Source: an optimization exercise on an open RTL-to-GDS flow (aim: a short achievable clock period and few clock cycles per item). Production flows keep margins and buffers that such runs may drop. Where RTL was checked, it was by simulation tests only, not by an equivalence proof against the original. Function not checked in run 1: the RTL went through the layout flow alone.

==> design/flow/run.sh <==
#!/bin/bash
# synth_recipe.tcl (not shown) runs the flow's synth.tcl, then flattens the netlist and writes it again
# the make line also repeats each setting of config.mk as NAME=value (left out here)
make -C /OpenROAD-flow-scripts/flow DESIGN_CONFIG=/design/flow/config.mk WORK_HOME=/design/flow/orfs CLKGATE_MAP_FILE= SYNTH_SCRIPT=/design/flow/synth_recipe.tcl finish
==> design/flow/config.mk <==
export PLATFORM = sky130hd
export DESIGN_NAME = dual_adc_moving_average_scaler_unit
export DESIGN_NICKNAME = dual_adc_moving_average_scaler_unit
export VERILOG_FILES = /design/flow/design.v
export SDC_FILE = /design/flow/constraint.sdc
export NUM_CORES = 4
export LEC_CHECK = 0
export ABC_CLOCK_PERIOD_IN_PS = 2000
export CAP_MARGIN = 20
export CORE_MARGIN = 2
export CORE_UTILIZATION = 45
export SETUP_SLACK_MARGIN = 5
export SLEW_MARGIN = 20
==> design/flow/constraint.sdc <==
create_clock -name core_clock -period 8.0 [get_ports {clk}]
set_input_delay 1.6000 -clock core_clock [delete_from_list [all_inputs] [get_ports {clk}]]
set_output_delay 1.6000 -clock core_clock [all_outputs]
set_load 0.01 [all_outputs]
==> design/flow/design.v <==
`default_nettype none
package damsu_pkg;
	localparam int unsigned WINDOW_LEN  = 10;
	localparam int unsigned SAMPLE_BITS = 12;
	localparam int unsigned SUM_W       = 16;
	localparam int unsigned VREF_W  = 13;
	localparam int unsigned RATIO_W = 16;
	localparam int unsigned DROP_W  = 10;
	localparam int unsigned OFFS_W  = 10;
	localparam logic [VREF_W-1:0]  VREF_RST  = VREF_W'(3300);
	localparam logic [RATIO_W-1:0] RATIO_RST = RATIO_W'(26438);
	localparam logic [DROP_W-1:0]  DROP_RST  = DROP_W'(400);
	localparam logic [OFFS_W-1:0]  OFFS_RST  = OFFS_W'(500);
	localparam int unsigned PADDR_W   = 4;
	localparam int unsigned PDATA_W   = 32;
	localparam int unsigned REG_IDX_W = 2;
	localparam logic [REG_IDX_W-1:0] REG_VREF  = 2'd0;
	localparam logic [REG_IDX_W-1:0] REG_RATIO = 2'd1;
	localparam logic [REG_IDX_W-1:0] REG_DROP  = 2'd2;
	localparam logic [REG_IDX_W-1:0] REG_OFFS  = 2'd3;
	localparam int unsigned   BSH  = 46;
	localparam int unsigned   G_W  = 48;
	localparam int unsigned   BP_W = 64;
	localparam int unsigned   K_W  = 29;
	localparam int unsigned   ACC_W = 56;
	localparam logic [50:0]   BC   = 51'd1801879762999713;
	localparam int unsigned   TSH  = 41;
	localparam int unsigned   V_W  = 43;
	localparam int unsigned   TP_W = 59;
	localparam logic [39:0]   TC   = 40'd1099243128799;
	localparam int unsigned OUT_W      = 17;
	localparam int unsigned TEMP_MAX   = 50000;
endpackage
`default_nettype wire
`default_nettype none
import damsu_pkg::*;
module damsu_regs (
	input  wire logic               clk,
	input  wire logic               arst_n,
	input  wire logic               psel,
	input  wire logic               penable,
	input  wire logic               pwrite,
	input  wire logic [PADDR_W-1:0] paddr,
	input  wire logic [PDATA_W-1:0] pwdata,
	output logic      [PDATA_W-1:0] prdata,
	output logic                    pready,
	output logic      [VREF_W-1:0]  vref,
	output logic      [RATIO_W-1:0] ratio,
	output logic      [DROP_W-1:0]  drop,
	output logic      [OFFS_W-1:0]  offs,
	output logic                    wr_gain
);
	logic                 wen;
	logic [REG_IDX_W-1:0] idx;
	logic [VREF_W-1:0]    vref_q;
	logic [RATIO_W-1:0]   ratio_q;
	logic [DROP_W-1:0]    drop_q;
	logic [OFFS_W-1:0]    offs_q;
	logic [15:0]          rd_q;
	logic [15:0]          rd_d;
	assign wen     = psel & penable & pwrite;
	assign idx     = paddr[PADDR_W-1:2];
	assign pready  = 1'b1;
	assign wr_gain = wen & ((idx == REG_VREF) | (idx == REG_RATIO));
	always_ff @(posedge clk or negedge arst_n) begin
		if (!arst_n) begin
			vref_q  <= VREF_RST;
			ratio_q <= RATIO_RST;
			drop_q  <= DROP_RST;
			offs_q  <= OFFS_RST;
		end else if (wen) begin
			unique case (idx)
				REG_VREF:  vref_q  <= pwdata[VREF_W-1:0];
				REG_RATIO: ratio_q <= pwdata[RATIO_W-1:0];
				REG_DROP:  drop_q  <= pwdata[DROP_W-1:0];
				REG_OFFS:  offs_q  <= pwdata[OFFS_W-1:0];
			endcase
		end
	end
	always_comb begin
		unique case (idx)
			REG_VREF:  rd_d = 16'(vref_q);
			REG_RATIO: rd_d = ratio_q;
			REG_DROP:  rd_d = 16'(drop_q);
			REG_OFFS:  rd_d = 16'(offs_q);
		endcase
	end
	always_ff @(posedge clk) begin
		rd_q <= rd_d;
	end
	assign prdata = {16'd0, rd_q};
	assign vref   = vref_q;
	assign ratio  = ratio_q;
	assign drop   = drop_q;
	assign offs   = offs_q;
endmodule
`default_nettype wire
`default_nettype none
import damsu_pkg::*;
module damsu_window (
	input  wire logic                   clk,
	input  wire logic                   arst_n,
	input  wire logic                   accept,
	input  wire logic [SAMPLE_BITS-1:0] battery_sample,
	input  wire logic [SAMPLE_BITS-1:0] thermistor_sample,
	input  wire logic                   pop,
	output logic                        avail,
	output logic      [2:0]             inflight,
	output logic      [SUM_W-1:0]       bsum,
	output logic      [SUM_W-1:0]       tsum,
	output logic                        full
);
	localparam int unsigned ENT_W = 2 * SUM_W + 1;
	localparam int unsigned NQ    = 5;
	logic [SAMPLE_BITS-1:0] bring [WINDOW_LEN];
	logic [SAMPLE_BITS-1:0] tring [WINDOW_LEN];
	logic [3:0]             fill_q;
	logic                   full_ok;
	logic                   old_ok;
	logic [SAMPLE_BITS-1:0] bold;
	logic [SAMPLE_BITS-1:0] told;
	logic                   a0_q;
	logic [SAMPLE_BITS-1:0] bin0_q;
	logic [SAMPLE_BITS-1:0] tin0_q;
	logic                   full0_q;
	logic [SAMPLE_BITS-1:0] bold0_q;
	logic [SAMPLE_BITS-1:0] told0_q;
	logic                   a1_q;
	logic [SAMPLE_BITS-1:0] bin1_q;
	logic [SAMPLE_BITS-1:0] tin1_q;
	logic [SUM_W-1:0]       bdif1_q;
	logic [SUM_W-1:0]       tdif1_q;
	logic                   full1_q;
	logic                   a2_q;
	logic                   full2_q;
	logic [SUM_W-1:0]       b10_q;
	logic [SUM_W-1:0]       t10_q;
	logic [ENT_W-1:0]       ent_d;
	logic [ENT_W-1:0]       ent_q [NQ];
	logic [2:0]             cnt_q;
	logic [2:0]             cnt_d;
	logic [NQ-1:0]          wr_np;
	logic [NQ-1:0]          wr_p;
	logic [NQ-1:0]          we;
	assign full_ok = (fill_q >= 4'(WINDOW_LEN - 1));
	assign old_ok  = (fill_q >= 4'(WINDOW_LEN));
	always_comb begin
		if (!old_ok) begin
			bold = '0;
			told = '0;
		end else if (a0_q && a1_q) begin
			bold = bring[WINDOW_LEN-3];
			told = tring[WINDOW_LEN-3];
		end else if (a0_q || a1_q) begin
			bold = bring[WINDOW_LEN-2];
			told = tring[WINDOW_LEN-2];
		end else begin
			bold = bring[WINDOW_LEN-1];
			told = tring[WINDOW_LEN-1];
		end
	end
	always_ff @(posedge clk) begin
		bin0_q  <= battery_sample;
		tin0_q  <= thermistor_sample;
		full0_q <= full_ok;
		bold0_q <= bold;
		told0_q <= told;
	end
	always_ff @(posedge clk or negedge arst_n) begin
		if (!arst_n) begin
			a0_q   <= 1'b0;
			a1_q   <= 1'b0;
			a2_q   <= 1'b0;
			fill_q <= '0;
		end else begin
			a0_q <= accept;
			a1_q <= a0_q;
			a2_q <= a1_q;
			if (accept && !old_ok) begin
				fill_q <= fill_q + 4'd1;
			end
		end
	end
	always_ff @(posedge clk) begin
		bin1_q  <= bin0_q;
		tin1_q  <= tin0_q;
		bdif1_q <= SUM_W'(bin0_q) - SUM_W'(bold0_q);
		tdif1_q <= SUM_W'(tin0_q) - SUM_W'(told0_q);
		full1_q <= full0_q;
		full2_q <= full1_q;
	end
	always_ff @(posedge clk) begin
		if (a1_q) begin
			bring[0] <= bin1_q;
			tring[0] <= tin1_q;
			for (int i = 1; i < WINDOW_LEN; i++) begin
				bring[i] <= bring[i-1];
				tring[i] <= tring[i-1];
			end
		end
	end
	always_ff @(posedge clk or negedge arst_n) begin
		if (!arst_n) begin
			b10_q <= '0;
			t10_q <= '0;
		end else if (a1_q) begin
			b10_q <= b10_q + bdif1_q;
			t10_q <= t10_q + tdif1_q;
		end
	end
	assign ent_d = {b10_q, t10_q, full2_q};
	assign cnt_d = pop ? (cnt_q + 3'(a2_q) - 3'd1) : (cnt_q + 3'(a2_q));
	always_comb begin
		for (int i = 0; i < NQ; i++) begin
			wr_np[i] = a2_q && (cnt_q == 3'(i));
			wr_p[i]  = a2_q && (cnt_q == 3'(i + 1));
			we[i]    = pop ? wr_p[i] : wr_np[i];
		end
	end
	always_ff @(posedge clk) begin
		for (int i = 0; i < NQ; i++) begin
			if (we[i]) begin
				ent_q[i] <= ent_d;
			end else if (pop && i < NQ - 1) begin
				ent_q[i] <= ent_q[(i < NQ - 1) ? i + 1 : i];
			end
		end
	end
	always_ff @(posedge clk or negedge arst_n) begin
		if (!arst_n) begin
			cnt_q <= 3'd0;
		end else begin
			cnt_q <= cnt_d;
		end
	end
	assign avail    = (cnt_q != 3'd0);
	assign inflight = cnt_q + 3'(a0_q) + 3'(a1_q) + 3'(a2_q);
	assign bsum     = ent_q[0][ENT_W-1 -: SUM_W];
	assign tsum     = ent_q[0][1 +: SUM_W];
	assign full     = ent_q[0][0];
endmodule
`default_nettype wire
`default_nettype none
import damsu_pkg::*;
module damsu_cdiv (
	input  wire logic               clk,
	input  wire logic               arst_n,
	input  wire logic [VREF_W-1:0]  vref,
	input  wire logic [RATIO_W-1:0] ratio,
	input  wire logic [OFFS_W-1:0]  offs,
	input  wire logic               restart,
	output logic                    ready_nxt,
	output logic      [G_W-1:0]     g1,
	output logic      [G_W+1:0]     g3,
	output logic      [V_W-1:0]     v1,
	output logic      [V_W+1:0]     v3,
	output logic      [17:0]        noffs
);
	localparam logic [3:0] ST_READY = 4'd12;
	localparam logic [3:0] ST_DONE  = 4'd12;
	logic [3:0]       st_q;
	logic [3:0]       st_d;
	logic [14:0]      vr3_q;
	logic [13:0]      kacc_q;
	logic [3:0]       kd_q;
	logic [3:0]       rdig;
	logic [15:0]      rsh_q;
	logic [14:0]      kpa;
	logic [14:0]      kpb;
	logic [17:0]      ksum;
	logic [16:0]      mk_q;
	logic [ACC_W-1:0] tm_q;
	logic [ACC_W-1:0] tmul;
	logic [52:0]      acc_q;
	logic [ACC_W-1:0] acc_sum;
	logic [G_W+1:0]   g3_q;
	logic [25:0]      g3lo_q;
	logic [G_W-1:0]   g1d_q;
	logic [V_W-1:0]   v1_q;
	logic [18:0]      vx_q;
	logic [25:0]      vz_q;
	logic [20:0]      vx3_q;
	logic [27:0]      vz3_q;
	logic [V_W+1:0]   v3_q;
	logic [17:0]      noffs_q;
	logic [13:0]      o10_q;
	always_comb begin
		if (restart) begin
			st_d = 4'd0;
		end else if (st_q == ST_DONE) begin
			st_d = ST_DONE;
		end else begin
			st_d = st_q + 4'd1;
		end
	end
	always_ff @(posedge clk or negedge arst_n) begin
		if (!arst_n) begin
			st_q <= 4'd0;
		end else begin
			st_q <= st_d;
		end
	end
	assign ready_nxt = (st_d >= ST_READY);
	assign rdig = rsh_q[3:0];
	always_comb begin
		unique case (rdig[1:0])
			2'd0: kpa = '0;
			2'd1: kpa = 15'(vref);
			2'd2: kpa = 15'(vref) << 1;
			2'd3: kpa = vr3_q;
		endcase
		unique case (rdig[3:2])
			2'd0: kpb = '0;
			2'd1: kpb = 15'(vref);
			2'd2: kpb = 15'(vref) << 1;
			2'd3: kpb = vr3_q;
		endcase
		ksum = 18'(kacc_q) + 18'(mk_q);
	end
	always_comb begin
		unique case (kd_q)
			4'd0:  tmul = '0;
			4'd1:  tmul = ACC_W'(BC) * ACC_W'(1);
			4'd2:  tmul = ACC_W'(BC) * ACC_W'(2);
			4'd3:  tmul = ACC_W'(BC) * ACC_W'(3);
			4'd4:  tmul = ACC_W'(BC) * ACC_W'(4);
			4'd5:  tmul = ACC_W'(BC) * ACC_W'(5);
			4'd6:  tmul = ACC_W'(BC) * ACC_W'(6);
			4'd7:  tmul = ACC_W'(BC) * ACC_W'(7);
			4'd8:  tmul = ACC_W'(BC) * ACC_W'(8);
			4'd9:  tmul = ACC_W'(BC) * ACC_W'(9);
			4'd10: tmul = ACC_W'(BC) * ACC_W'(10);
			4'd11: tmul = ACC_W'(BC) * ACC_W'(11);
			4'd12: tmul = ACC_W'(BC) * ACC_W'(12);
			4'd13: tmul = ACC_W'(BC) * ACC_W'(13);
			4'd14: tmul = ACC_W'(BC) * ACC_W'(14);
			4'd15: tmul = ACC_W'(BC) * ACC_W'(15);
		endcase
	end
	assign acc_sum = ACC_W'(acc_q) + tm_q;
	always_ff @(posedge clk) begin
		vr3_q <= 15'(vref) + (15'(vref) << 1);
		mk_q <= 17'(kpa) + (17'(kpb) << 2);
		if (st_q == 4'd0) begin
			rsh_q  <= ratio;
			kacc_q <= '0;
		end else begin
			rsh_q <= rsh_q >> 4;
		end
		if (st_q >= 4'd2) begin
			kd_q   <= ksum[3:0];
			kacc_q <= ksum[17:4];
		end
		tm_q <= tmul;
		if (st_q == 4'd3) begin
			acc_q <= 53'd1 << 32;
		end else if (st_q >= 4'd4 && st_q <= 4'd11) begin
			acc_q <= 53'(acc_sum >> 4);
		end
		vx_q  <= 19'(vref) + (19'(vref) << 5);
		vz_q  <= 26'(vref) + (26'(vref) << 12);
		v1_q  <= V_W'(vx_q) + (V_W'(vz_q) << 17);
		vx3_q <= 21'(vr3_q) + (21'(vr3_q) << 5);
		vz3_q <= 28'(vr3_q) + (28'(vr3_q) << 12);
		v3_q  <= (V_W + 2)'(vx3_q) + ((V_W + 2)'(vz3_q) << 17);
		g1d_q   <= acc_q[G_W-1:0];
		g3lo_q  <= 26'(acc_q[24:0]) + 26'({acc_q[23:0], 1'b0});
		g3_q    <= {(G_W + 2 - 25)'(g1d_q[G_W-1:25]) + (G_W + 2 - 25)'(g1d_q[G_W-1:24]) + (G_W + 2 - 25)'(g3lo_q[25]),
		            g3lo_q[24:0]};
		o10_q   <= (14'(offs) << 3) + (14'(offs) << 1);
		noffs_q <= 18'd0 - 18'(o10_q);
	end
	assign g1    = acc_q[G_W-1:0];
	assign g3    = g3_q;
	assign v1    = v1_q;
	assign v3    = v3_q;
	assign noffs = noffs_q;
endmodule
`default_nettype wire
`default_nettype none
import damsu_pkg::*;
module damsu_scale (
	input  wire logic               clk,
	input  wire logic               arst_n,
	input  wire logic               en,
	input  wire logic               in_v,
	input  wire logic [SUM_W-1:0]   bsum,
	input  wire logic [SUM_W-1:0]   tsum,
	input  wire logic               full,
	input  wire logic [G_W-1:0]     g1,
	input  wire logic [G_W+1:0]     g3,
	input  wire logic [V_W-1:0]     v1,
	input  wire logic [V_W+1:0]     v3,
	input  wire logic [DROP_W-1:0]  drop,
	input  wire logic [17:0]        noffs,
	output logic                    out_v,
	output logic      [OUT_W-1:0]   out_batt,
	output logic      [OUT_W-1:0]   out_temp,
	output logic                    out_full
);
	logic [BP_W-1:0] bpp [9];
	logic [TP_W-1:0] tpp [9];
	logic [BP_W-1:0] ba [6];
	logic [BP_W-1:0] bb [4];
	logic [TP_W-1:0] ta [6];
	logic [TP_W-1:0] tb [4];
	logic [BP_W-1:0] bx_q [4];
	logic [TP_W-1:0] tx_q [4];
	logic [BP_W-1:0] bc3 [3];
	logic [TP_W-1:0] tc3 [3];
	logic [BP_W-1:0] by_q [2];
	logic [TP_W-1:0] ty_q [2];
	logic            v1_q;
	logic            f1_q;
	logic            vy_q;
	logic            fy_q;
	logic [BP_W-1:0] bs2;
	logic [BP_W-1:0] bc2;
	logic [TP_W-1:0] ts2;
	logic [TP_W-1:0] tc2;
	localparam int unsigned BLO = 23;
	localparam int unsigned TLO = 20;
	logic [BP_W-1:0] by_d [2];
	logic [TP_W-1:0] ty_d [2];
	logic [BLO:0]    bll;
	logic [TLO:0]    tll;
	logic            bcl_q;
	logic            tcl_q;
	logic [BSH-BLO+1:0] blo;
	logic [TSH-TLO+1:0] tlo;
	logic [17:0]     bh_q;
	logic            bcy_q;
	logic [17:0]     th_q;
	logic            tcy_q;
	logic            v2_q;
	logic            f2_q;
	logic [17:0]      braw;
	logic [17:0]      traw;
	logic [OUT_W-1:0] batt_d;
	logic [OUT_W-1:0] temp_d;
	logic [OUT_W-1:0] batt_q;
	logic [OUT_W-1:0] temp_q;
	logic             full_q;
	logic             ov_q;
	always_comb begin
		for (int i = 0; i < 8; i++) begin
			unique case (bsum[2*i +: 2])
				2'd0: bpp[i] = '0;
				2'd1: bpp[i] = BP_W'(g1) << (2 * i);
				2'd2: bpp[i] = BP_W'(g1) << (2 * i + 1);
				2'd3: bpp[i] = BP_W'(g3) << (2 * i);
			endcase
			unique case (tsum[2*i +: 2])
				2'd0: tpp[i] = '0;
				2'd1: tpp[i] = TP_W'(v1) << (2 * i);
				2'd2: tpp[i] = TP_W'(v1) << (2 * i + 1);
				2'd3: tpp[i] = TP_W'(v3) << (2 * i);
			endcase
		end
		bpp[8] = (BP_W'(1) << (BSH - 1)) | (BP_W'(drop) << BSH);
		tpp[8] = {noffs, 1'b0, TC};
		for (int j = 0; j < 3; j++) begin
			ba[2*j]   = bpp[3*j] ^ bpp[3*j+1] ^ bpp[3*j+2];
			ba[2*j+1] = ((bpp[3*j] & bpp[3*j+1]) | (bpp[3*j] & bpp[3*j+2]) | (bpp[3*j+1] & bpp[3*j+2])) << 1;
			ta[2*j]   = tpp[3*j] ^ tpp[3*j+1] ^ tpp[3*j+2];
			ta[2*j+1] = ((tpp[3*j] & tpp[3*j+1]) | (tpp[3*j] & tpp[3*j+2]) | (tpp[3*j+1] & tpp[3*j+2])) << 1;
		end
		for (int j = 0; j < 2; j++) begin
			bb[2*j]   = ba[3*j] ^ ba[3*j+1] ^ ba[3*j+2];
			bb[2*j+1] = ((ba[3*j] & ba[3*j+1]) | (ba[3*j] & ba[3*j+2]) | (ba[3*j+1] & ba[3*j+2])) << 1;
			tb[2*j]   = ta[3*j] ^ ta[3*j+1] ^ ta[3*j+2];
			tb[2*j+1] = ((ta[3*j] & ta[3*j+1]) | (ta[3*j] & ta[3*j+2]) | (ta[3*j+1] & ta[3*j+2])) << 1;
		end
	end
	always_ff @(posedge clk) begin
		if (en) begin
			for (int j = 0; j < 4; j++) begin
				bx_q[j] <= bb[j];
				tx_q[j] <= tb[j];
			end
			f1_q <= full;
		end
	end
	always_comb begin
		bc3[0] = bx_q[0] ^ bx_q[1] ^ bx_q[2];
		bc3[1] = ((bx_q[0] & bx_q[1]) | (bx_q[0] & bx_q[2]) | (bx_q[1] & bx_q[2])) << 1;
		bc3[2] = bx_q[3];
		tc3[0] = tx_q[0] ^ tx_q[1] ^ tx_q[2];
		tc3[1] = ((tx_q[0] & tx_q[1]) | (tx_q[0] & tx_q[2]) | (tx_q[1] & tx_q[2])) << 1;
		tc3[2] = tx_q[3];
	end
	always_comb begin
		by_d[0] = bc3[0] ^ bc3[1] ^ bc3[2];
		by_d[1] = ((bc3[0] & bc3[1]) | (bc3[0] & bc3[2]) | (bc3[1] & bc3[2])) << 1;
		ty_d[0] = tc3[0] ^ tc3[1] ^ tc3[2];
		ty_d[1] = ((tc3[0] & tc3[1]) | (tc3[0] & tc3[2]) | (tc3[1] & tc3[2])) << 1;
		bll     = (BLO + 1)'(by_d[0][BLO-1:0]) + (BLO + 1)'(by_d[1][BLO-1:0]);
		tll     = (TLO + 1)'(ty_d[0][TLO-1:0]) + (TLO + 1)'(ty_d[1][TLO-1:0]);
	end
	always_ff @(posedge clk) begin
		if (en) begin
			by_q[0] <= by_d[0];
			by_q[1] <= by_d[1];
			ty_q[0] <= ty_d[0];
			ty_q[1] <= ty_d[1];
			bcl_q   <= bll[BLO];
			tcl_q   <= tll[TLO];
			fy_q    <= f1_q;
		end
	end
	always_comb begin
		bs2 = by_q[0];
		bc2 = by_q[1];
		ts2 = ty_q[0];
		tc2 = ty_q[1];
		blo = {1'b0, bs2[BSH-1:BLO], 1'b1} + {1'b0, bc2[BSH-1:BLO], bcl_q};
		tlo = {1'b0, ts2[TSH-1:TLO], 1'b1} + {1'b0, tc2[TSH-1:TLO], tcl_q};
	end
	always_ff @(posedge clk) begin
		if (en) begin
			bcy_q <= blo[BSH-BLO+1];
			bh_q  <= bs2[BP_W-1:BSH] + bc2[BP_W-1:BSH];
			tcy_q <= tlo[TSH-TLO+1];
			th_q  <= ts2[TP_W-1:TSH] + tc2[TP_W-1:TSH];
			f2_q  <= fy_q;
		end
	end
	always_comb begin
		braw   = bh_q + 18'(bcy_q);
		traw   = th_q + 18'(tcy_q);
		batt_d = braw[17] ? OUT_W'(131071) : braw[OUT_W-1:0];
		temp_d = (!traw[17] && (traw[16:0] > OUT_W'(TEMP_MAX))) ? OUT_W'(TEMP_MAX) : traw[OUT_W-1:0];
	end
	always_ff @(posedge clk) begin
		batt_q <= (batt_q & {OUT_W{~en}}) | (batt_d & {OUT_W{en}});
		temp_q <= (temp_q & {OUT_W{~en}}) | (temp_d & {OUT_W{en}});
		full_q <= (full_q & ~en) | (f2_q & en);
	end
	always_ff @(posedge clk or negedge arst_n) begin
		if (!arst_n) begin
			v1_q <= 1'b0;
			vy_q <= 1'b0;
			v2_q <= 1'b0;
			ov_q <= 1'b0;
		end else if (en) begin
			v1_q <= in_v;
			vy_q <= v1_q;
			v2_q <= vy_q;
			ov_q <= v2_q;
		end
	end
	assign out_v    = ov_q;
	assign out_batt = batt_q;
	assign out_temp = temp_q;
	assign out_full = full_q;
endmodule
`default_nettype wire
`default_nettype none
import damsu_pkg::*;
module dual_adc_moving_average_scaler_unit (
	input  wire logic                   clk,
	input  wire logic                   arst_n,
	input  wire logic                   psel,
	input  wire logic                   penable,
	input  wire logic                   pwrite,
	input  wire logic [PADDR_W-1:0]     paddr,
	input  wire logic [PDATA_W-1:0]     pwdata,
	output logic      [PDATA_W-1:0]     prdata,
	output logic                        pready,
	input  wire logic                   in_valid,
	output logic                        in_ready,
	input  wire logic [SAMPLE_BITS-1:0] battery_sample,
	input  wire logic [SAMPLE_BITS-1:0] thermistor_sample,
	output logic                        out_valid,
	input  wire logic                   out_ready,
	output logic      [OUT_W-1:0]       battery_mv,
	output logic signed [OUT_W-1:0]     temperature_centi_c,
	output logic                        window_full
);
	logic [VREF_W-1:0]  vref;
	logic [RATIO_W-1:0] ratio;
	logic [DROP_W-1:0]  drop;
	logic [OFFS_W-1:0]  offs;
	logic               wr_gain;
	logic               cfg_ready_nxt;
	logic [G_W-1:0]     g1;
	logic [G_W+1:0]     g3;
	logic [V_W-1:0]     v1;
	logic [V_W+1:0]     v3;
	logic [17:0]        noffs;
	logic               in_ready_q;
	logic               accept;
	logic               en;
	logic               pop;
	logic               avail;
	logic [2:0]         inflight;
	logic [SUM_W-1:0]   bsum;
	logic [SUM_W-1:0]   tsum;
	logic               full;
	logic               out_v;
	logic [OUT_W-1:0]   out_batt;
	logic [OUT_W-1:0]   out_temp;
	logic               out_full;
	logic               room_nxt;
	damsu_regs u_regs (
		.clk     (clk),
		.arst_n  (arst_n),
		.psel    (psel),
		.penable (penable),
		.pwrite  (pwrite),
		.paddr   (paddr),
		.pwdata  (pwdata),
		.prdata  (prdata),
		.pready  (pready),
		.vref    (vref),
		.ratio   (ratio),
		.drop    (drop),
		.offs    (offs),
		.wr_gain (wr_gain)
	);
	damsu_cdiv u_cdiv (
		.clk       (clk),
		.arst_n    (arst_n),
		.vref      (vref),
		.ratio     (ratio),
		.offs      (offs),
		.restart   (wr_gain),
		.ready_nxt (cfg_ready_nxt),
		.g1        (g1),
		.g3        (g3),
		.v1        (v1),
		.v3        (v3),
		.noffs     (noffs)
	);
	assign en     = ~out_v | out_ready;
	assign accept = in_valid & in_ready_q;
	assign pop    = avail & en;
	damsu_window u_window (
		.clk               (clk),
		.arst_n            (arst_n),
		.accept            (accept),
		.battery_sample    (battery_sample),
		.thermistor_sample (thermistor_sample),
		.pop               (pop),
		.avail             (avail),
		.inflight          (inflight),
		.bsum              (bsum),
		.tsum              (tsum),
		.full              (full)
	);
	damsu_scale u_scale (
		.clk      (clk),
		.arst_n   (arst_n),
		.en       (en),
		.in_v     (avail),
		.bsum     (bsum),
		.tsum     (tsum),
		.full     (full),
		.g1       (g1),
		.g3       (g3),
		.v1       (v1),
		.v3       (v3),
		.drop     (drop),
		.noffs    (noffs),
		.out_v    (out_v),
		.out_batt (out_batt),
		.out_temp (out_temp),
		.out_full (out_full)
	);
	assign room_nxt = (inflight <= 3'd3)
	                | ((inflight == 3'd4) & ~(accept & ~pop))
	                | ((inflight == 3'd5) & pop & ~accept);
	always_ff @(posedge clk or negedge arst_n) begin
		if (!arst_n) begin
			in_ready_q <= 1'b0;
		end else begin
			in_ready_q <= cfg_ready_nxt & room_nxt;
		end
	end
	assign in_ready            = in_ready_q;
	assign out_valid           = out_v;
	assign battery_mv          = out_batt;
	assign temperature_centi_c = $signed(out_temp);
	assign window_full         = out_full;
endmodule
`default_nettype wire
==> flow_summary.json, run 1 <==
{
  "cp-start-kind": "flip-flop",
  "post_dp_cell_area_um2": 102000,
  "worst-path-buf-inv": 1,
  "dr.first_iter.drc_count": 5087,
  "worst_ep_required_time_ps": 6400,
  "dpl_worst_slack_ps": 3070,
  "area.sequential_um2": 45800,
  "use_met1": 0.289,
  "hold_violations": 0,
  "path_clk_slew_ps": 60,
  "setup_viol": 0,
  "path_class": "flip-flop to output port",
  "reg2reg_depth": 14,
  "yosysTopAreaCell": "edfxtp_1",
  "drive_gt1_frac": 0.216,
  "wl_per_cell_um": 22.4,
  "cts_buffers": 188,
  "die_width_um": 472,
  "synth_edf_count": 1073,
  "hold_start": "u_cdiv.g3lo_q[12]",
  "busiest_layer": "met2",
  "port_buffers": 101,
  "fin_nets": 9082,
  "max_freq_mhz": 322,
  "antenna_found_initial": 8,
  "setup_ws_ps": 4900,
  "synthCells": 7894,
  "synth_common_cells": "edfxtp_1 (1073), mux2_2 (918), inv_1 (684), fa_1 (571), dfxtp_1 (538)",
  "grt_pass1_vias": 65000,
  "arrival_ps": 1500,
  "globalRouteMet2Util": 0.352,
  "drtAntennaViolNets": 0,
  "ys_ff_latch": 1711,
  "crit_cells": 1,
  "yosysMostFrequentCell": "edfxtp_1",
  "final_area_um2": 111000,
  "gr-total-overflow": 0,
  "start_util": 0.453,
  "skew_ps": 70.5,
  "cts_tree": "built",
  "slew_viol_final": 0,
  "ys_seq_area_frac": 0.462,
  "cts.sinks": 1711,
  "grt_pass1_wl_mm": 379,
  "holdPathEnd": "u_cdiv.g3_q[12]",
  "rsz0062_at_grt": "true",
  "synth_cell_types": 91,
  "yosysTopAreaCellShare": 0.327,
  "drc": 0,
  "firstDrtPassIters": 5,
  "clk_latency_ps": 880,
  "routed_via_density": 5.76,
  "areaGrowthSynthToFinish_pct": 13.2,
  "cp_slowest_cell": "dfrtp_2",
  "num_vias": 63240,
  "fin_crit_sh": 0.388,
  "multiInputGateArea_um2": 49700,
  "place_hpwl_mm": 162,
  "die_y_um": 472,
  "row_count": 171,
  "tightest_slew_ps": 1230,
  "status": "timing/DRC/antenna clean",
  "crit_chain": "buf_6",
  "grt_max_degree": 204,
  "hold_depth": 0,
  "synth_area_um2": 98500,
  "place_congestion": 0.879,
  "maxCapViolations": 0,
  "fin_tns_setup_ps": 0,
  "grt_usage": 0.216,
  "reg2reg_from": "u_cdiv.rsh_q[2]",
  "crit_path_start": "in_ready_q",
  "whs_ps": 287,
  "grtUsageMet3": 0.0361,
  "ys_warn_count": 22,
  "crit_fanout": 2,
  "ctsHoldBuffers": 0,
  "avgSynthCellArea_um2": 12.5,
  "yosys_most_used_dff": "edfxtp_1",
  "cp_slowest_stage_delay_ps": 470,
  "r2r-end": "u_cdiv.mk_q[15]",
  "finalCriticalPeriod_ps": 3100,
  "regToRegSetupSlack_ps": 4970,
  "path_delay_family": "flip-flops",
  "die_area_um2": 223000,
  "nFillCells": 18443,
  "hold_class": "flip-flop to flip-flop",
  "ys_top_cells_by_area": "edfxtp_1 (33%), fa_1 (12%), dfxtp_1 (11%)",
  "htreeDepth": 4,
  "core_um2": 217000,
  "clockBufferDepth": 3,
  "worst_setup_path_end_kind": "output port",
  "pin_count": 137,
  "wl_mm": 246,
  "async_flop_share": 0.0584,
  "relSlewSlack": 0.182,
  "cts-root-buf": "clkbuf_16"
}
## layer usage
| metal | share of wire | vias up |
|---|---|---|
| li1 | - | 28791 |
| met1 | 0.43 | 31657 |
| met2 | 0.47 | 2257 |
| met3 | 0.062 | 533 |
| met4 | 0.036 | 2 |
| met5 | 0.00012 | - |
## cell families (layout without fill, tap and decap cells)
| kind of cell | count (synthesis) | after routing | share of synthesized area |
|---|---|---|---|
| adder cells (fa/ha/maj) | 1077 | 1077 | 0.180 |
| XOR/XNOR | 302 | 302 | 0.0269 |
| AO/OA/AOI/OAI | 1556 | 1557 | 0.116 |
| multiplexers | 1005 | 1006 | 0.115 |
| buffers and inverters | 1153 | 1342 | 0.0448 |
| AND/OR/NAND/NOR | 1088 | 1092 | 0.0543 |
| flip-flops | 1711 | 1711 | 0.462 |
| other | 2 | 30 | 0.0000763 |
## cell usage in the layout (no fill, tap or decap), types with 95 or more instances in the layout
| cell type | n |
|---|---|
| buf_4 | 126 |
| xnor2_1 | 212 |
| a22oi_1 | 266 |
| ha_1 | 483 |
| nand3_1 | 110 |
| inv_1 | 682 |
| a22o_1 | 469 |
| nand2_1 | 272 |
| nor2_1 | 256 |
| mux2_2 | 897 |
| o21ai_0 | 170 |
| fa_1 | 568 |
| clkbuf_16 | 201 |
| dfxtp_1 | 472 |
| nor2b_1 | 95 |
| edfxtp_1 | 1073 |
| a21oi_1 | 186 |
## area by class of cell
class,instances,area share
inverter,684,0.0233
timing repair buffer,300,0.0274
clock buffer,258,0.0492
antenna,13,0.000292
sequential,1711,0.411
clock inverter,98,0.0113
timing repair inverter,2,0.000180
multi-input combinational,5051,0.446
tap,2854,0.0320
## per-stage QoR
step,std cells,utilization
after floorplan,7909,-
after global placement,10480,0.470
after detailed placement,10484,0.471
after CTS,10893,0.507
after global routing,10965,0.513
final,10971,0.513
## worst reg2reg max path: stages, from the launching register on
cell and delay [ps]:
dfxtp_4 380, mux2_2 340, a22oi_2 170, inv_1 60, ha_1 290, a21o_1 190, a21oi_2 170, o21ai_1 100
a21oi_2 170, o21a_1 180, o21ai_1 110, o41ai_2 230, buf_4 180, mux2i_1 200, nand4_1 150
## how the worst max path moves through the flow
stage               slack, ps                    end
floorplan                3210  u_window.ent_q[1][10]
global placement         3150    u_scale.bx_q[3][54]
detailed placement       3070    u_scale.bx_q[1][52]
CTS                      4780        u_cdiv.mk_q[15]
global route             4830               in_ready
finish                   4900               in_ready
## state kept, by name, summed over array words and instances (netlist names), 17 cells and up, named ones only
name,flops
u_cdiv.vz3_q,28
u_scale.bx_q,213
u_window.bring,120
u_cdiv.g3lo_q,25
u_cdiv.tm_q,24
u_scale.tx_q,199
u_scale.ty_q,78
u_cdiv.g3_q,50
u_cdiv.g1d_q,25
u_scale.by_q,82
u_window.tring,120
u_cdiv.vz_q,26
u_cdiv.acc_q,52
u_cdiv.v3_q,45
u_window.ent_q,165
u_cdiv.v1_q,42
u_scale.th_q,18
u_cdiv.mk_q,17
u_scale.bh_q,18
## timing repair
item                                    4_1_cts  5_1_grt
setup buffers                                42       60
endpoints found under the setup margin     1089      399
cloned                                       11        3
gates resized for setup                     460      176
pin swaps                                    34       52
==> run 2, diff against run 1 <==
--- a/design/flow/design.v
+++ b/design/flow/design.v
@@ -670,12 +670,8 @@
 	assign room_nxt = (inflight <= 3'd3)
 	                | ((inflight == 3'd4) & ~(accept & ~pop))
 	                | ((inflight == 3'd5) & pop & ~accept);
-	always_ff @(posedge clk or negedge arst_n) begin
-		if (!arst_n) begin
-			in_ready_q <= 1'b0;
-		end else begin
-			in_ready_q <= cfg_ready_nxt & room_nxt;
-		end
+	always_ff @(posedge clk) begin
+		in_ready_q <= cfg_ready_nxt & room_nxt;
 	end
 	assign in_ready            = in_ready_q;
 	assign out_valid           = out_v;
--- a/design/flow/config.mk
+++ b/design/flow/config.mk
@@ -8,6 +8,8 @@
 export ABC_CLOCK_PERIOD_IN_PS = 2000
 export CAP_MARGIN = 20
 export CORE_MARGIN = 2
-export CORE_UTILIZATION = 45
+export CORE_UTILIZATION = 50
+export CTS_CLUSTER_DIAMETER = 150
+export CTS_CLUSTER_SIZE = 30
 export SETUP_SLACK_MARGIN = 5
 export SLEW_MARGIN = 20
==> run 2 against run 1 <==
Register-to-register slack hardly changed. Design area shrank 4.3%. Area after synthesis about the same. Non-clock buffer count increased by 23. Critical path type is now flip-flop to flip-flop. Still clean on timing, DRC and antenna.
==> flow_summary.json, run 2 <==
{
  "status": "timing/DRC/antenna clean",
  "synth_edf_count": 1073,
  "skew_ps": 35.6,
  "grt_pass1_vias": 63515,
  "place_hpwl_mm": 161,
  "largestRegisters": "u_scale.bx_q (213), u_scale.tx_q (199), u_window.ent_q (165)",
  "cp-start-kind": "flip-flop",
  "finalCriticalPeriod_ps": 3020,
  "layout_commonest_cell": "edfxtp_1",
  "regMostFlops": "u_scale.bx_q",
  "worst_setup_path_end_kind": "flip-flop",
  "grt_usage": 0.240,
  "hold_violations": 0,
  "synthCells": 7894,
  "routed_via_density": 5.95,
  "async_flop_share": 0.0579,
  "wl_mm": 247,
  "synth_common_cells": "edfxtp_1 (1073), mux2_2 (918), inv_1 (684), fa_1 (571), dfxtp_1 (539)",
  "num_vias": 62620,
  "clk_latency_ps": 760,
  "firstDrtPassIters": 6,
  "die_y_um": 448,
  "reg2reg_from": "u_window.ent_q[0][24]",
  "path_clk_slew_ps": 120,
  "cts_buffers": 67,
  "areaGrowthSynthToFinish_pct": 8.29,
  "drc": 0,
  "largest_reg_flops": 213,
  "die_area_um2": 200000,
  "wl_per_cell_um": 23.5,
  "yosysTopAreaCell": "edfxtp_1",
  "ys_warn_count": 22,
  "clockBufferDepth": 3,
  "yosys_most_used_dff": "edfxtp_1",
  "final_area_um2": 107000,
  "drive_gt1_frac": 0.193,
  "cts-root-buf": "clkbuf_16",
  "post_dp_cell_area_um2": 102000,
  "ctsHoldBuffers": 0,
  "hold_class": "flip-flop to flip-flop",
  "yosysTopAreaCellShare": 0.327,
  "antenna_found_initial": 6,
  "core_um2": 195000,
  "cts.sinks": 1711,
  "slew_viol_final": 0,
  "ys_top_cells_by_area": "edfxtp_1 (33%), fa_1 (12%), dfxtp_1 (11%)",
  "port_buffers": 101,
  "die_width_um": 448,
  "ys_seq_area_frac": 0.462,
  "row_count": 162,
  "fin_crit_sh": 0.377,
  "grt_max_degree": 192,
  "synth_area_um2": 98500,
  "crit_fanout": 47,
  "ys_ff_latch": 1711,
  "arrival_ps": 3540,
  "grt_pass1_wl_mm": 375,
  "setup_viol": 0,
  "yosysMostFrequentCell": "edfxtp_1",
  "crit_path_start": "u_window.ent_q[0][24]",
  "path_class": "flip-flop to flip-flop",
  "whs_ps": 324,
  "pin_count": 137,
  "place_congestion": 0.861,
  "htreeDepth": 3,
  "max_freq_mhz": 331,
  "start_util": 0.504,
  "fin_tns_setup_ps": 0,
  "relSlewSlack": 0.257,
  "fin_nets": 8981,
  "hold_start": "u_cdiv.g3lo_q[3]",
  "worst_ep_required_time_ps": 8520,
  "final_core_util": 0.546,
  "dr.first_iter.drc_count": 5329,
  "synth_cell_types": 91,
  "avgSynthCellArea_um2": 12.5,
  "tightest_slew_ps": 1110,
  "drtAntennaViolNets": 0,
  "maxCapViolations": 0,
  "regToRegSetupSlack_ps": 4980,
  "final_cell_mix": "edfxtp_1 (1073), mux2_2 (897), inv_1 (679), fa_1 (569), dfxtp_1 (482)",
  "cts_tree": "built",
  "gr-total-overflow": 0,
  "rsz0062_at_grt": "true"
}
[run 2: cell types whose count changed after synthesis]
cell	delta
dfxtp_1	+1
dfrtp_1	-1
clkbuf_1	+1
buf_1	-1
[run 2: worst paths after layout]
check | endpoint | cells past startpoint
max in group asynchronous | u_regs.vref_q[0] | 2
hold / removal | u_cdiv.g3_q[3] | 0
min in group asynchronous | u_scale.ov_q | 1
hold reg to reg | u_cdiv.g3_q[3] | 0
setup reg to reg | u_scale.bx_q[0][52] | 8
setup / recovery | u_scale.bx_q[0][52] | 8
[run 2: critical path, cell delays in order, from the launching register on]
cell and delay (ps):
edfxtp_1 580, buf_4 420, nor2b_4 80, buf_12 190, a22o_1 300, fa_1 490
inv_1 60, fa_1 540, inv_1 40
[run 2: routing by layer]
| metal | wire [um] | vias to the layer above | global-route usage |
|---|---|---|---|
| li1 | - | 28404 | - |
| met1 | 108000 | 31508 | 0.332 |
| met2 | 117000 | 2198 | 0.396 |
| met3 | 15000 | 510 | 0.0307 |
| met4 | 7160 | 0 | 0.0717 |
| met5 | 0 | - | 0 |
[run 2: timing repair]
action	4_1_cts	5_1_grt
hold endpoints to repair	0	0
endpoints found under the setup margin	1290	425
buffers inserted	64	49
pin swaps	22	45
cloned	7	13
resized for setup	439	176
[run 2: stage by stage]
stage                     std cells  setup WS, ps
after floorplan                7909          3210
after global placement        10259          3270
after detailed placement      10259          3190
after CTS                     10452          4940
after global routing          10514          4860
final                         10517          4980
[run 2: cells by family (layout without fill, tap and decap cells)]
family,after synthesis,count (layout),synth area share
AO/OA/AOI/OAI,1556,1556,0.116
XOR/XNOR,302,302,0.0269
adder cells (fa/ha/maj),1077,1077,0.180
buffers and inverters,1153,1131,0.0448
flip-flops,1711,1711,0.462
multiplexers,1005,1006,0.115
other,2,20,0.0000763
AND/OR/NAND/NOR,1088,1090,0.0543
[run 2: cell type report]
type	instances	area (um^2)
diodes	3	7.51
clock buffers	114	1900
clock inverters	8	91.3
fillers	16457	88800
inverters	684	2590
multi-input cells	5048	49700
flip-flops and latches	1711	45700
well taps	2624	3280
repair buffers	323	3340
repair inverters	2	17.5
Testbench counts of run 2, summed over its fixed seeds: cycles 3,264, items 3,200.
==> run 3, diff against run 2 <==
--- a/design/flow/config.mk
+++ b/design/flow/config.mk
@@ -9,7 +9,5 @@
 export CAP_MARGIN = 20
 export CORE_MARGIN = 2
 export CORE_UTILIZATION = 50
-export CTS_CLUSTER_DIAMETER = 150
-export CTS_CLUSTER_SIZE = 30
 export SETUP_SLACK_MARGIN = 5
 export SLEW_MARGIN = 20
==> run 3 against run 2 <==
Via count rose by 1.3%. Die area stayed put. Utilization rose by 2.1 points. Fmax shrank 1.3%. Synthesized cell count unchanged. Worst setup slack worse by 40 ps. Critical path depth did not move. Area after synthesis unchanged. Non-clock buffer count is 23 lower. Largest cell class unchanged.
==> flow_summary.json, run 3 <==
{
  "port_buffers": 101,
  "worst_ep_required_time_ps": 8600,
  "row_count": 162,
  "drive_gt1_frac": 0.213,
  "ctsHoldBuffers": 0,
  "yosysMostFrequentCell": "edfxtp_1",
  "grt_max_degree": 192,
  "setup_viol": 0,
  "ys_ff_latch": 1711,
  "grt_usage": 0.242,
  "final_cell_mix": "edfxtp_1 (1073), mux2_2 (897), inv_1 (680), fa_1 (568), dfxtp_1 (483)",
  "firstDrtPassIters": 6,
  "routed_via_density": 5.92,
  "synth_area_um2": 98500,
  "gr-total-overflow": 0,
  "areaGrowthSynthToFinish_pct": 12.5,
  "synthCells": 7894,
  "fin_nets": 9074,
  "synth_edf_count": 1073,
  "hold_class": "flip-flop to flip-flop",
  "arrival_ps": 3660,
  "synth_common_cells": "edfxtp_1 (1073), mux2_2 (918), inv_1 (684), fa_1 (571), dfxtp_1 (539)",
  "grt_pass1_vias": 64649,
  "ys_top_cells_by_area": "edfxtp_1 (33%), fa_1 (12%), dfxtp_1 (11%)",
  "die_y_um": 448,
  "largest_reg_flops": 213,
  "skew_ps": 78.1,
  "clk_latency_ps": 860,
  "max_freq_mhz": 327,
  "htreeDepth": 4,
  "path_common_cell": "fa_1",
  "relSlewSlack": 0.248,
  "cts_buffers": 183,
  "antenna_found_initial": 8,
  "path_clk_slew_ps": 60,
  "status": "timing/DRC/antenna clean",
  "cp_slowest_cell": "fa_1",
  "hold_violations": 0,
  "wl_mm": 249,
  "cp_slowest_stage_delay_ps": 560,
  "crit_fanout": 23,
  "ys_warn_count": 22,
  "ys_seq_area_frac": 0.462,
  "worst_setup_path_end_kind": "flip-flop",
  "place_hpwl_mm": 161,
  "tightest_slew_ps": 1130,
  "worst-path-buf-inv": 4,
  "layout_commonest_cell": "edfxtp_1",
  "cts.sinks": 1711,
  "drtAntennaViolNets": 0,
  "post_dp_cell_area_um2": 102000,
  "clockBufferDepth": 3,
  "final_area_um2": 111000,
  "pin_count": 137,
  "slew_viol_final": 0,
  "cts_tree": "built",
  "cts-root-buf": "clkbuf_16",
  "fin_crit_sh": 0.382,
  "maxCapViolations": 0,
  "dr.first_iter.drc_count": 5324,
  "grt_pass1_wl_mm": 379,
  "start_util": 0.504,
  "wl_per_cell_um": 23.2,
  "avgSynthCellArea_um2": 12.5,
  "yosysTopAreaCellShare": 0.327,
  "num_vias": 63409,
  "yosys_most_used_dff": "edfxtp_1",
  "place_congestion": 0.861,
  "regMostFlops": "u_scale.bx_q",
  "core_um2": 195000,
  "synth_cell_types": 91,
  "async_flop_share": 0.0579,
  "cp-start-kind": "flip-flop",
  "rsz0062_at_grt": "true",
  "crit_chain": "buf_6 -> buf_16 -> nor2b_4 -> buf_8 -> a22oi_1 -> fa_1 -> inv_1 -> fa_1",
  "path_delay_family": "adder cells",
  "largestRegisters": "u_scale.bx_q (213), u_scale.tx_q (199), u_window.ent_q (165)",
  "path_class": "flip-flop to flip-flop",
  "die_area_um2": 200000,
  "finalCriticalPeriod_ps": 3060,
  "drc": 0,
  "die_width_um": 448,
  "fin_tns_setup_ps": 0,
  "yosysTopAreaCell": "edfxtp_1"
}
## run 3: cell types whose count changed in the layout (fill, tap and decap cells not counted), moves of 4 or more
cell / previous run / this run
clkbuf_16: 80 / 195
clkinv_2: 0 / 34
bufinv_16: 0 / 23
clkinv_1: 1 / 17
clkbuf_8: 7 / 21
buf_4: 139 / 127
clkbuf_1: 45 / 33
clkinv_16: 0 / 12
clkdlybuf4s15_1: 10 / 1
clkinv_4: 0 / 9
buf_2: 39 / 46
clkinvlp_4: 3 / 7
## run 3: path summary, 6_finish.rpt
| path | from | endpoint | slack (ps) | depth (start not counted) |
|---|---|---|---|---|
| hold reg to reg | u_cdiv.g3lo_q[4] | u_cdiv.g3_q[4] | 310 | 0 |
| max in group asynchronous | arst_n | u_regs.vref_q[0] | 5890 | 2 |
| setup / recovery | u_window.ent_q[0][18] | u_scale.bx_q[0][6] | 4940 | 8 |
| hold / removal | u_cdiv.g3lo_q[4] | u_cdiv.g3_q[4] | 310 | 0 |
| setup reg to reg | u_window.ent_q[0][18] | u_scale.bx_q[0][6] | 4940 | 8 |
| min in group asynchronous | arst_n | u_scale.ov_q | 690 | 1 |
## run 3: metrics by stage
stage / setup slack [ps] / std cells / hold WS, ps / util
2_1_floorplan: 3210 / 7909 / 310 / -
3_3_place_gp: 3270 / 10259 / 310 / 0.522
3_5_place_dp: 3190 / 10259 / 312 / 0.522
4_1_cts: 4890 / 10657 / 304 / 0.561
5_1_grt: 4800 / 10717 / 314 / 0.567
6_report: 4940 / 10718 / 309 / 0.567
## run 3: cells by family (layout without fill, tap and decap cells)
family                     Yosys count  count (layout)  synth area share
buffers and inverters             1153            1330            0.0448
other                                2              22         0.0000763
DFF                               1711            1711             0.462
xor gates and xnor gates           302             302            0.0269
and+or+nand+nor                   1088            1090            0.0543
adders and majority gates         1077            1077             0.180
muxes                             1005            1006             0.115
AOI/OAI and AO/OA                 1556            1556             0.116
## run 3: layout make-up
type	count	area (um^2)
diodes	5	12.5
clock buffers	237	5020
clock inverters	107	1460
fillers	16073	84600
inverters	684	2610
multi-input cells	5048	49600
flip-flops and latches	1711	45700
well taps	2624	3280
repair buffers	300	3010
repair inverters	2	20.0
## run 3: repair_timing
item | in CTS | in global routing
cloned | 4 | 12
pin swaps | 24 | 45
gates resized for setup | 463 | 164
setup buffers | 50 | 44
setup endpoints to repair | 1170 | 436
## run 3: routing by layer
metal / share of wire / vias to the layer above / track usage / wire (um)
met5: 0 / - / 0 / 0
met4: 0.031 / 0 / 0.0777 / 7790
met3: 0.068 / 566 / 0.0408 / 17000
met2: 0.47 / 2411 / 0.395 / 117000
met1: 0.43 / 31702 / 0.331 / 107000
li1: - / 28730 / - / -
==> run 4, diff against run 3 <==
--- a/design/flow/config.mk
+++ b/design/flow/config.mk
@@ -9,5 +9,7 @@
 export CAP_MARGIN = 20
 export CORE_MARGIN = 2
 export CORE_UTILIZATION = 50
+export CTS_CLUSTER_DIAMETER = 120
+export CTS_CLUSTER_SIZE = 20
 export SETUP_SLACK_MARGIN = 5
 export SLEW_MARGIN = 20
==> run 4 against run 3 <==
Highest routed layer unchanged. Still clean. Count of clock-buffer cells in the layout shrank 71. Global-route usage down 0.074 points. First-iteration DRC count increased by 5.1%. Clock skew shrank 38 ps. Wire length is 0.67% lower. Synthesized cell count stayed put. Area after synthesis unchanged. Largest cell class unchanged.
==> flow_summary.json, run 4 <==
{
  "grt_pass1_wl_mm": 377,
  "synth_common_cells": "edfxtp_1 (1073), mux2_2 (918), inv_1 (684), fa_1 (571), dfxtp_1 (539)",
  "async_flop_share": 0.0579,
  "place_hpwl_mm": 161,
  "fin_tns_setup_ps": 0,
  "avgSynthCellArea_um2": 12.5,
  "htreeDepth": 3,
  "antenna_found_initial": 4,
  "cts-root-buf": "clkbuf_16",
  "cts_buffers": 96,
  "synthMuxAreaShare": 0.115,
  "drtAntennaViolNets": 0,
  "fin_nets": 9002,
  "setup_ws_ps": 4960,
  "dpl_worst_slack_ps": 3190,
  "path_clk_slew_ps": 100,
  "tightest_slew_ps": 1110,
  "yosysTopAreaCell": "edfxtp_1",
  "row_count": 162,
  "hold_violations": 0,
  "place_congestion": 0.861,
  "synth_area_um2": 98500,
  "wl_per_cell_um": 23.4,
  "crit_path_start": "u_window.ent_q[0][18]",
  "crit_fanout": 23,
  "drc": 0,
  "yosys_most_used_dff": "edfxtp_1",
  "dr.first_iter.drc_count": 5598,
  "holdPathEnd": "u_cdiv.g3_q[11]",
  "reg2reg_from": "u_window.ent_q[0][18]",
  "synth_edf_count": 1073,
  "ys_top_cells_by_area": "edfxtp_1 (33%), fa_1 (12%), dfxtp_1 (11%)",
  "core_um2": 195000,
  "pin_count": 137,
  "grt_pass1_vias": 63773,
  "ys_ff_latch": 1711,
  "status": "timing/DRC/antenna clean",
  "synth_top_family_by_area": "adder cells",
  "hold_class": "flip-flop to flip-flop",
  "largestRegisters": "u_scale.bx_q (213), u_scale.tx_q (199), u_window.ent_q (165)",
  "start_util": 0.504,
  "die_y_um": 448,
  "reg2reg_depth": 8,
  "gr-total-overflow": 0,
  "synthAdderAreaFrac": 0.180,
  "synth_simple_gate_area_share": 0.0543,
  "fin_crit_sh": 0.380,
  "die_area_um2": 200000,
  "max_freq_mhz": 329,
  "synthXorXnorAreaFrac": 0.0269,
  "yosysMostFrequentCell": "edfxtp_1",
  "cp-start-kind": "flip-flop",
  "hold_start": "u_cdiv.g3lo_q[11]",
  "routed_via_density": 5.96,
  "clk_latency_ps": 790,
  "die_width_um": 448,
  "synthCells": 7894,
  "whs_ps": 325,
  "drive_gt1_frac": 0.196,
  "r2r-end": "u_scale.bx_q[0][6]",
  "path_class": "flip-flop to flip-flop",
  "worst_ep_required_time_ps": 8520,
  "regToRegSetupSlack_ps": 4960,
  "firstDrtPassIters": 6,
  "port_buffers": 101,
  "worst_setup_path_end_kind": "flip-flop",
  "ys_seq_area_frac": 0.462,
  "cts.sinks": 1711,
  "wl_mm": 247,
  "hold_depth": 0,
  "maxCapViolations": 0,
  "slew_viol_final": 0,
  "clockBufferDepth": 3,
  "post_dp_cell_area_um2": 102000,
  "largest_reg_flops": 213,
  "final_area_um2": 107000,
  "ys_warn_count": 22,
  "final_cell_mix": "edfxtp_1 (1073), mux2_2 (897), inv_1 (679), fa_1 (568)",
  "regMostFlops": "u_scale.bx_q",
  "finalCriticalPeriod_ps": 3040,
  "grt_usage": 0.242,
  "grt_max_degree": 192,
  "setup_viol": 0,
  "yosysTopAreaCellShare": 0.327,
  "num_vias": 62989,
  "arrival_ps": 3560,
  "synth_cell_types": 91,
  "layout_commonest_cell": "edfxtp_1",
  "areaGrowthSynthToFinish_pct": 9.04,
  "cts_tree": "built",
  "rsz0062_at_grt": "true",
  "skew_ps": 39.7,
  "synth_compound_area_frac": 0.116,
  "relSlewSlack": 0.261
}
run 4: cell counts after synthesis:
No cell type changed its count.
run 4: what timing repair did:
action	in CTS	in global routing
pin swaps	23	51
hold buffers	0	0
resized for setup	451	181
setup endpoints to repair	1265	381
gates cloned	7	7
buffers inserted	67	44
run 4: kinds of logic after synthesis:
| family | Yosys count |
|---|---|
| AO/OA/AOI/OAI | 1556 |
| XOR/XNOR | 302 |
| adder cells (fa/ha/maj) | 1077 |
| buffers and inverters | 1153 |
| flip-flops | 1711 |
| multiplexers | 1005 |
| other | 2 |
| AND/OR/NAND/NOR | 1088 |
run 4: final cells by class:
cell class | count | area (um^2)
multi-input cells | 5048 | 49700
well taps | 2624 | 3280
fillers | 16423 | 88000
flip-flops and latches | 1711 | 45700
repair inverters | 2 | 17.5
clock inverters | 11 | 193
repair buffers | 315 | 3140
inverters | 684 | 2590
diodes | 2 | 5.00
clock buffers | 166 | 2680
run 4: per-stage QoR:
step	cells	util
floorplan	7909	-
global placement	10259	0.522
detailed placement	10259	0.522
CTS	10510	0.543
global route	10561	0.549
finish	10563	0.549
run 4: worst max-delay path by stage:
stage                     slack (ps)  cells past startpoint                    end
after CTS                       4930                     15        u_cdiv.mk_q[15]
after global placement          3270                      7  u_window.ent_q[0][20]
final                           4960                      8     u_scale.bx_q[0][6]
after global routing            4840                     15        u_cdiv.mk_q[15]
after floorplan                 3210                      8  u_window.ent_q[1][10]
after detailed placement        3190                      7  u_window.ent_q[0][30]
run 4: worst max-delay path, stage by stage (launching register included):
cell	delay, ps
edfxtp_1	360
buf_6	270
buf_16	240
nor2b_4	300
buf_8	330
a22oi_1	180
fa_1	560
inv_1	60
fa_1	470
run 4: layer usage:
layer / part of all wire / vias to the layer above / track usage
li1: - / 28511 / -
met1: 0.44 / 31684 / 0.333
met2: 0.47 / 2275 / 0.396
met3: 0.064 / 519 / 0.0351
met4: 0.030 / 0 / 0.0735
met5: 0 / - / 0
==> run 5, diff against run 4 <==
--- a/design/flow/config.mk
+++ b/design/flow/config.mk
@@ -9,7 +9,6 @@
 export CAP_MARGIN = 20
 export CORE_MARGIN = 2
 export CORE_UTILIZATION = 50
-export CTS_CLUSTER_DIAMETER = 120
-export CTS_CLUSTER_SIZE = 20
+export GPL_ROUTABILITY_DRIVEN = 0
 export SETUP_SLACK_MARGIN = 5
 export SLEW_MARGIN = 20
==> run 5 against run 4 <==
Still clean. Global-route usage barely moved. Wire length about the same. Via count up 0.12%. Area after synthesis unchanged. Utilization rose by 1.7 points. Critical path depth rose by 5. Synthesized cell count stayed put. Worst setup slack gained 24 ps. Design area rose by 3.1%. Register-to-register slack improved by 20 ps. Largest cell class unchanged. Highest routed layer unchanged.
==> flow_summary.json, run 5 <==
{
  "path_class": "flip-flop to flip-flop",
  "ys_top_cells_by_area": "edfxtp_1 (33%), fa_1 (12%), dfxtp_1 (11%)",
  "largestRegisters": "u_scale.bx_q (213), u_scale.tx_q (199), u_window.ent_q (165)",
  "htreeDepth": 4,
  "grt_usage": 0.241,
  "finalCriticalPeriod_ps": 3020,
  "regToRegSetupSlack_ps": 4980,
  "fin_crit_sh": 0.377,
  "synth_cell_types": 91,
  "wl_per_cell_um": 23.1,
  "synth_area_um2": 98500,
  "clk_latency_ps": 850,
  "gr-total-overflow": 0,
  "areaGrowthSynthToFinish_pct": 12.5,
  "core_um2": 195000,
  "crit_fanout": 1,
  "num_vias": 63066,
  "grt_max_degree": 106,
  "final_cell_mix": "edfxtp_1 (1073), mux2_2 (897), inv_1 (678), fa_1 (568), ha_1 (481)",
  "die_area_um2": 200000,
  "cts_buffers": 178,
  "regMostFlops": "u_scale.bx_q",
  "path_clk_slew_ps": 60,
  "max_freq_mhz": 331,
  "yosysMostFrequentCell": "edfxtp_1",
  "fin_tns_setup_ps": 0,
  "fin_nets": 9093,
  "drive_gt1_frac": 0.218,
  "largest_reg_flops": 213,
  "drtAntennaViolNets": 0,
  "ys_warn_count": 22,
  "wl_met2_mm": 115,
  "dr.first_iter.drc_count": 5088,
  "final_core_util": 0.567,
  "cp-start-kind": "flip-flop",
  "pin_count": 137,
  "firstDrtPassIters": 6,
  "skew_ps": 49.8,
  "final_area_um2": 111000,
  "antenna_found_initial": 4,
  "setup_viol": 0,
  "synthCells": 7894,
  "drc": 0,
  "cts_tree": "built",
  "synth_common_cells": "edfxtp_1 (1073), mux2_2 (918), inv_1 (684), fa_1 (571), dfxtp_1 (539)",
  "yosysTopAreaCellShare": 0.327,
  "relSlewSlack": 0.261,
  "wl_met1_mm": 108,
  "highest_layer": "met4",
  "nFillCells": 16049,
  "status": "timing/DRC/antenna clean",
  "routed_via_density": 5.88,
  "post_dp_cell_area_um2": 102000,
  "dr_wl_met3_mm": 16.6,
  "worst_setup_path_end_kind": "flip-flop",
  "hold_violations": 0,
  "synth_edf_count": 1073,
  "slew_viol_final": 0,
  "die_width_um": 448,
  "yosys_most_used_dff": "edfxtp_1",
  "die_y_um": 448,
  "tightest_slew_ps": 1110,
  "worst_ep_required_time_ps": 8540,
  "layout_commonest_cell": "edfxtp_1",
  "cts.sinks": 1711,
  "arrival_ps": 3560,
  "grt_pass1_wl_mm": 376,
  "maxCapViolations": 0,
  "port_buffers": 101,
  "row_count": 162,
  "cts-root-buf": "clkbuf_16",
  "avgSynthCellArea_um2": 12.5,
  "place_hpwl_mm": 160,
  "hold_class": "flip-flop to flip-flop",
  "ys_seq_area_frac": 0.462,
  "clockBufferDepth": 3,
  "ys_ff_latch": 1711,
  "wl_mm": 248,
  "yosysTopAreaCell": "edfxtp_1",
  "rsz0062_at_grt": "true",
  "async_flop_share": 0.0579,
  "grt_pass1_vias": 64504,
  "start_util": 0.504
}
==> run 5: cell count changes in the layout (fill, tap and decap cells not counted), moves of 10 or more <==
cell       before  now
clkbuf_16     103  192
clkbuf_1       69   34
clkinv_2        1   28
clkbuf_8       10   32
clkinv_1        0   15
bufinv_16       0   12
buf_2          40   50
==> run 5: layout make-up <==
cell class / instances / area [um^2] / area share
inverter: 684 / 2610 / 0.0235
timing repair inverter: 3 / 33.8 / 0.000305
tap: 2624 / 3280 / 0.0297
multi-input combinational: 5048 / 49800 / 0.450
timing repair buffer: 323 / 3090 / 0.0279
sequential: 1711 / 45700 / 0.413
clock buffer: 251 / 5180 / 0.0468
antenna: 2 / 5.00 / 0.0000452
clock inverter: 85 / 1010 / 0.00916
==> run 5: routing by layer <==
| layer | GRT usage | vias up |
|---|---|---|
| met1 | 0.331 | 31400 |
| met4 | 0.0734 | 0 |
| li1 | - | 28781 |
| met5 | 0 | - |
| met2 | 0.391 | 2347 |
| met3 | 0.0415 | 538 |
==> run 5: cell families (layout without fill, tap and decap cells) <==
family | after synthesis | count (layout) | synth area share
flops | 1711 | 1711 | 0.462
fa+ha+maj | 1077 | 1077 | 0.180
other cells | 2 | 19 | 0.0000763
mux | 1005 | 1006 | 0.115
buf+inv | 1153 | 1346 | 0.0448
compound gates | 1556 | 1556 | 0.116
simple gates | 1088 | 1090 | 0.0543
xor+xnor | 302 | 302 | 0.0269
==> run 5: path summary, 6_finish.rpt <==
path,start,endpoint,cells past startpoint
setup / recovery,u_scale.tx_q[1][4],u_scale.tcl_q,13
hold / removal,u_cdiv.vx_q[6],u_cdiv.v1_q[6],0
setup reg to reg,u_scale.tx_q[1][4],u_scale.tcl_q,13
hold reg to reg,u_cdiv.vx_q[6],u_cdiv.v1_q[6],0
max in group asynchronous,arst_n,u_regs.vref_q[0],2
min in group asynchronous,arst_n,u_window.cnt_q[1],1
==> run 5: per-stage QoR <==
stage,hold WS (ps),setup WS [ps],cells
finish,317,4980,10731
floorplan,310,3210,7909
detailed placement,312,2330,10256
global placement,310,2420,10256
global route,326,4840,10729
CTS,315,4850,10660
==> run 5: critical path: stages (launching register included) <==
cell and delay (ps):
edfxtp_1 330, inv_1 50, ha_1 260, inv_1 40, ha_1 260, ha_1 270, o21a_1 100, o21a_1 170
o21a_1 170, o21a_1 170, o21a_1 170, o211ai_1 310, a31oi_2 190, o22a_1 230
==> run 5: repair_timing <==
action                                  in CTS  in global routing
gates cloned                                 4                  9
endpoints found under the setup margin    1120                583
hold buffers                                 0                  0
gates resized for setup                    475                183
pin swaps                                   42                 75
setup buffers                               64                 59

what the ideal ports hide:
How much do the figures lean on ideal ports? The routed layouts below were timed once more, with nothing changed but the port constraints.
Step 1: set_driving_cell puts a clkbuf_16 on clk and a buf_2 on each other input, an assumption about the parent block.
Step 2 times the ports against the registers' clock, not the clock port: input delays grow and output delays shrink by t, the midpoint of the rising clock arrivals with the driver on.
Slacks: ideal / step 1 / step 2; pairs: ideal / step 1.
| run | shift t [ns] | setup WS [ns] | worst setup path at the end | clock arrival spread, ns |
|---|---|---|---|---|
| run 1 | 0.933 | 4.899 / 4.810 / 4.144 | input to register | 0.082 / 0.082 |
| run 2 | 0.835 | 4.980 / 4.973 / 4.252 | input to register | 0.041 / 0.041 |
| run 3 | 0.914 | 4.940 / 4.896 / 4.211 | input to register | 0.078 / 0.078 |
| run 4 | 0.862 | 4.959 / 4.959 / 4.211 | input to register | 0.040 / 0.040 |
| run 5 | 0.913 | 4.983 / 4.912 / 4.208 | input to register | 0.057 / 0.057 |
After both steps setup and hold are still met in every run listed. For run 5, which loses most, drivers alone change the setup slack by -0.071 ns; drivers and shift together by -0.775 ns.
